Context: an optimization exercise on an open-source flow, tuned for small area, a short achievable clock period and few clock cycles per item. The choices shown serve that exercise and are no tape-out recipe. RTL that was checked went through simulation tests only; none was proved equivalent to the original. Power and IR drop assume default switching activity.

==> flow/design.v (excerpt) <==
module apply_front (
	input logic clk,
	input logic reset,
	input logic in_valid,
	output logic in_ready,
	input logic [3-1:0] in_id,
	input logic in_negate,
	input logic [1:0] in_op,
	input logic [16-1:0] in_f,
	input logic [16-1:0] in_g,
	output logic var_req_valid,
	input logic var_req_ready,
	output logic [16-2:0] var_req_node,
	input logic var_resp_valid,
	input logic [8-1:0] var_resp_var,
	input logic cfg_write,
	input logic [8-1:0] cfg_address,
	input logic [32-1:0] cfg_wdata,
	output logic out_valid,
	input logic out_ready,
	output logic [3-1:0] out_id,
	output logic out_negate,
	output logic [1:0] out_op,
	output logic [16-1:0] out_f,
	output logic [16-1:0] out_g,
	output logic out_hit,
	output logic [16-1:0] out_result,
	output logic [8-1:0] out_top,
	output logic out_fetch_f,
	output logic out_fetch_g,
	output logic out_quantify
);
Size in the first run: roughly 1400 cells after synthesis, ~600 flip-flops, roughly 180 I/O pins, ~25000 um2 of cells after synthesis.
make LEC_CHECK=0 CAP_MARGIN=20 CORE_MARGIN=2 CORE_UTILIZATION=40 CTS_BUF_LIST=sky130_fd_sc_hd__clkbuf_8 CTS_CLUSTER_DIAMETER=60 CTS_CLUSTER_SIZE=16 SETUP_SLACK_MARGIN=3.15 SLEW_MARGIN=20 finish   # period 5.5 ns
run.sh (not shown) runs the stock make flow with config.mk's settings and CLKGATE_MAP_FILE= SYNTH_SCRIPT=/design/flow/synth_recipe.tcl, a recipe that flattens the netlist after the stock synthesis.
The starting point finished clean.
Testbench counts at the start, summed over its fixed seeds: cycles 9,328, items 4,000.
Then changed:
--- a/flow/config.mk
+++ b/flow/config.mk
@@ -13,3 +13,3 @@
 export CTS_CLUSTER_SIZE = 16
-export SETUP_SLACK_MARGIN = 3.15
+export SETUP_SLACK_MARGIN = 3.25
 export SLEW_MARGIN = 20
Cell area grows slightly.
Maximum frequency is about the same.
Final cell count is higher slightly.
Clock-buffer cell count shrinks by 4.
Non-clock buffer count came out higher by 26.
Area after synthesis stays the same.
Register-to-register slack is better by 0.03 ns.
Hold slack is better by 0.0061 ns.
Wire length barely changes.
Critical path depth stays the same.
Then changed:
--- a/flow/config.mk
+++ b/flow/config.mk
@@ -9,3 +9,3 @@
 export CORE_MARGIN = 2
-export CORE_UTILIZATION = 40
+export CORE_UTILIZATION = 60
 export CTS_BUF_LIST = sky130_fd_sc_hd__clkbuf_8
@@ -13,3 +13,3 @@
 export CTS_CLUSTER_SIZE = 16
-export SETUP_SLACK_MARGIN = 3.25
+export SETUP_SLACK_MARGIN = 3.15
 export SLEW_MARGIN = 20
Critical path depth is higher by 4.
Global-route usage rises by 7.8 points.
Worst setup slack gains 0.082 ns.

* * *

Setup of green:
Starting RTL as in the previous note.
Design apply_front, start of the top module:
module apply_front (
	input logic clk,
	input logic reset,
	input logic in_valid,
	output logic in_ready,
	input logic [3-1:0] in_id,
	input logic in_negate,
	input logic [1:0] in_op,
	input logic [16-1:0] in_f,
	input logic [16-1:0] in_g,
	output logic var_req_valid,
	input logic var_req_ready,
	output logic [16-2:0] var_req_node,
	input logic var_resp_valid,
	input logic [8-1:0] var_resp_var,
	input logic cfg_write,
	input logic [8-1:0] cfg_address,
	input logic [32-1:0] cfg_wdata,
	output logic out_valid,
	input logic out_ready,
	output logic [3-1:0] out_id,
	output logic out_negate,
	output logic [1:0] out_op,
	output logic [16-1:0] out_f,
	output logic [16-1:0] out_g,
	output logic out_hit,
	output logic [16-1:0] out_result,
	output logic [8-1:0] out_top,
	output logic out_fetch_f,
	output logic out_fetch_g,
	output logic out_quantify
);
export LEC_CHECK = 0
export CAP_MARGIN = 20
export CORE_MARGIN = 2
export CORE_UTILIZATION = 40
export CTS_BUF_LIST = sky130_fd_sc_hd__clkbuf_8
export CTS_CLUSTER_DIAMETER = 60
export CTS_CLUSTER_SIZE = 16
export SETUP_SLACK_MARGIN = 3.15
export SLEW_MARGIN = 20
create_clock -name core_clock -period 5.5 [get_ports {clk}]
standard.sh (not shown) runs the stock make flow with config.mk's settings and CLKGATE_MAP_FILE= SYNTH_SCRIPT=/design/flow/synth_recipe.tcl, a recipe that flattens the netlist after the stock synthesis.
==> flow/flow/run.sh <==
#!/bin/bash
# Layout flow: the standard flow, with plain buf_1 cells as the port
# buffers instead of the default choice. Everything else is unchanged.
set -euo pipefail
export BUFFER_PORTS_ARGS="-buffer_cell sky130_fd_sc_hd__buf_1"
bash standard.sh > standard_flow.log 2>&1
Testbench counts of green, summed over its fixed seeds: cycles 9,328, items 4,000.
For blue, these inputs were changed with respect to green:
Settings: a change of CORE_UTILIZATION from 40 to 60.
==> flow/flow/run.sh <==
#!/bin/bash
# Layout flow: the standard flow, with plain buf_2 cells as the port
# buffers instead of the default choice. Everything else is unchanged.
set -euo pipefail
export BUFFER_PORTS_ARGS="-buffer_cell sky130_fd_sc_hd__buf_2"
bash standard.sh > standard_flow.log 2>&1
- blue gives less relative contribution of combinational cells to total power than green did.
- Lower multi-input logic portion of the cell area was reported by green, not blue.
- Higher number of nets at the end of the flow among blue and green: green
- Max freq green -> blue: improved
- Max die area across blue and green: green
- blue vs green on floorplan die width: blue is the lower one.
- blue against green: global router's overall resource usage saw an increase, initial antenna violation count saw a decrease, first-pass GRT wire length saw a decrease.

* * *

indigo:
apply_front, a different RTL version from the one above (not shown whole).
Size in the first run: roughly 600 flip-flops, ~25000 µm² of cells after synthesis.
make LEC_CHECK=0 CAP_MARGIN=20 CORE_MARGIN=2 CORE_UTILIZATION=40 CTS_BUF_LIST=sky130_fd_sc_hd__clkbuf_8 CTS_CLUSTER_DIAMETER=60 CTS_CLUSTER_SIZE=12 SETUP_SLACK_MARGIN=3.05 SLEW_MARGIN=20 finish   # period 5.5 ns
run.sh (not shown) runs the stock make flow with config.mk's settings and CLKGATE_MAP_FILE= SYNTH_SCRIPT=/design/flow/synth_recipe.tcl, a recipe that flattens the netlist after the stock synthesis.
Stock flow here: none of the scripts above is used.
### indigo -> willow
--- a/flow/config.mk
+++ b/flow/config.mk
@@ -14 +14 @@
-export SETUP_SLACK_MARGIN = 3.05
+export SETUP_SLACK_MARGIN = 3.15
--- outcome ---
- willow ends up with a worst-case headroom to the max-slew limit that is 0.18 points lower than in indigo.
- Compared with indigo, willow instantiates a larger number of cells.
- Worst setup slack (lower): indigo
- Starting DRC count in detailed routing up 2.3% in willow wrt indigo
- Fmax: willow higher than indigo
- Diff indigo -> willow: switching power share of the total went up; sequential cell area in the final layout did not really move; total length of routed wires went up.
No run of this note included a check of the RTL's function; only the layout flow was run.

* * *

Another version of the RTL of apply_front (not shown whole).
Size: ~180 I/O pins.
clock: 5.5 ns
lec_check: 0
cap_margin: 20
core_margin: 2
core_utilization: 60
cts_buf_list: sky130_fd_sc_hd__clkbuf_8
setup_slack_margin: 3.15
slew_margin: 20
Testbench counts at the start, summed over its fixed seeds: cycles 9,328, items 4,000.
==> next run, changes <==
Settings changed: CORE_UTILIZATION 60 to 40, CTS_BUF_LIST sky130_fd_sc_hd__clkbuf_8 to sky130_fd_sc_hd__clkbuf_16, CTS_CLUSTER_DIAMETER set to 80, CTS_CLUSTER_SIZE set to 24.
The new run completed with no timing, DRC or antenna violations. Cell area grows by 1.1%. Synthesized cell count stays the same. Area after synthesis does not change. Register-to-register slack is worse by 0.05 ns. Clock skew grows by 0.014 ns. Global-route usage shrinks by 8.4 points. Count of clock-buffer cells in the layout shrinks by 80. Hold slack is better by 0.0081 ns.
==> next run, changes <==
Settings changed: CTS_BUF_LIST sky130_fd_sc_hd__clkbuf_16 to sky130_fd_sc_hd__clkbuf_8, CTS_CLUSTER_DIAMETER 80 to not set, CTS_CLUSTER_SIZE 24 to not set, SETUP_SLACK_MARGIN 3.15 to 3.3.
Outcome: Via count increases by 2.7%. Worst setup slack gains 0.052 ns. Power climbs by 12%. Sequential share of layout area shrinks by 1.6 points. Wire length went up by 1.7%.
==> next run, changes <==
Settings changed: SETUP_SLACK_MARGIN 3.3 to 3.15.
Result: Total power is lower by 5.4%; global-route usage went down by 0.80 points; routed wire length shrinks by 5.4%; cell area fell by 3.5%; combinational power fell by about 20%; first-iteration DRC count decreases by about 13%; sequential cell count is unchanged; clock power rises by about 4%; maximum frequency came out higher by 0.43%.

==> afterwards: timing with drivers on the ports <==
The flow's constraints put no driver on any port. The routed layouts listed below were extracted and timed again, unchanged, in two steps. Step 1 assumes that a clkbuf_16 drives the clock port and a buf_2 every other input. Step 2 moves the port delays by t, midway between the first and last clock arrival at a register: inputs arrive t later, outputs are due t later. That takes back most of the time a late clock gives input paths. Slacks: ideal ports / drivers / drivers and shift; pairs: ideal ports / drivers.
| run | t (ns) | setup WS [ns] | worst hold slack (ns) | clock arrival spread, ns |
|---|---|---|---|---|
| the first run of note 1 | 0.726 | 3.039 / 2.983 / 2.403 | 0.491 / 0.491 / 0.491 | 0.052 / 0.052 |
| the second run of note 1 | 0.694 | 3.042 / 2.982 / 2.460 | 0.497 / 0.497 / 0.497 | 0.043 / 0.044 |
| the third run of note 1 | 0.690 | 3.125 / 3.074 / 2.422 | 0.498 / 0.498 / 0.498 | 0.030 / 0.031 |
| green | 0.716 | 3.049 / 2.991 / 2.413 | 0.479 / 0.479 / 0.479 | 0.055 / 0.055 |
| blue | 0.701 | 3.119 / 3.083 / 2.382 | 0.492 / 0.492 / 0.492 | 0.035 / 0.034 |
| indigo | 0.746 | 2.919 / 2.919 / 2.250 | 0.508 / 0.508 / 0.508 | 0.069 / 0.069 |
| willow | 0.749 | 2.963 / 2.987 / 2.246 | 0.471 / 0.471 / 0.471 | 0.061 / 0.060 |
| the first run of note 4 | 0.720 | 3.069 / 3.037 / 2.343 | 0.451 / 0.451 / 0.451 | 0.026 / 0.026 |
| the second run of note 4 | 0.643 | 2.998 / 2.976 / 2.333 | 0.459 / 0.459 / 0.459 | 0.038 / 0.037 |
| the third run of note 4 | 0.750 | 3.050 / 3.025 / 2.311 | 0.454 / 0.454 / 0.454 | 0.050 / 0.051 |
| the fourth run of note 4 | 0.760 | 3.060 / 2.999 / 2.302 | 0.450 / 0.450 / 0.450 | 0.047 / 0.047 |
After both steps setup and hold are still met in every run listed. For the fourth run of note 4, which loses most, drivers alone change the setup slack by -0.061 ns; drivers and shift together by -0.758 ns.
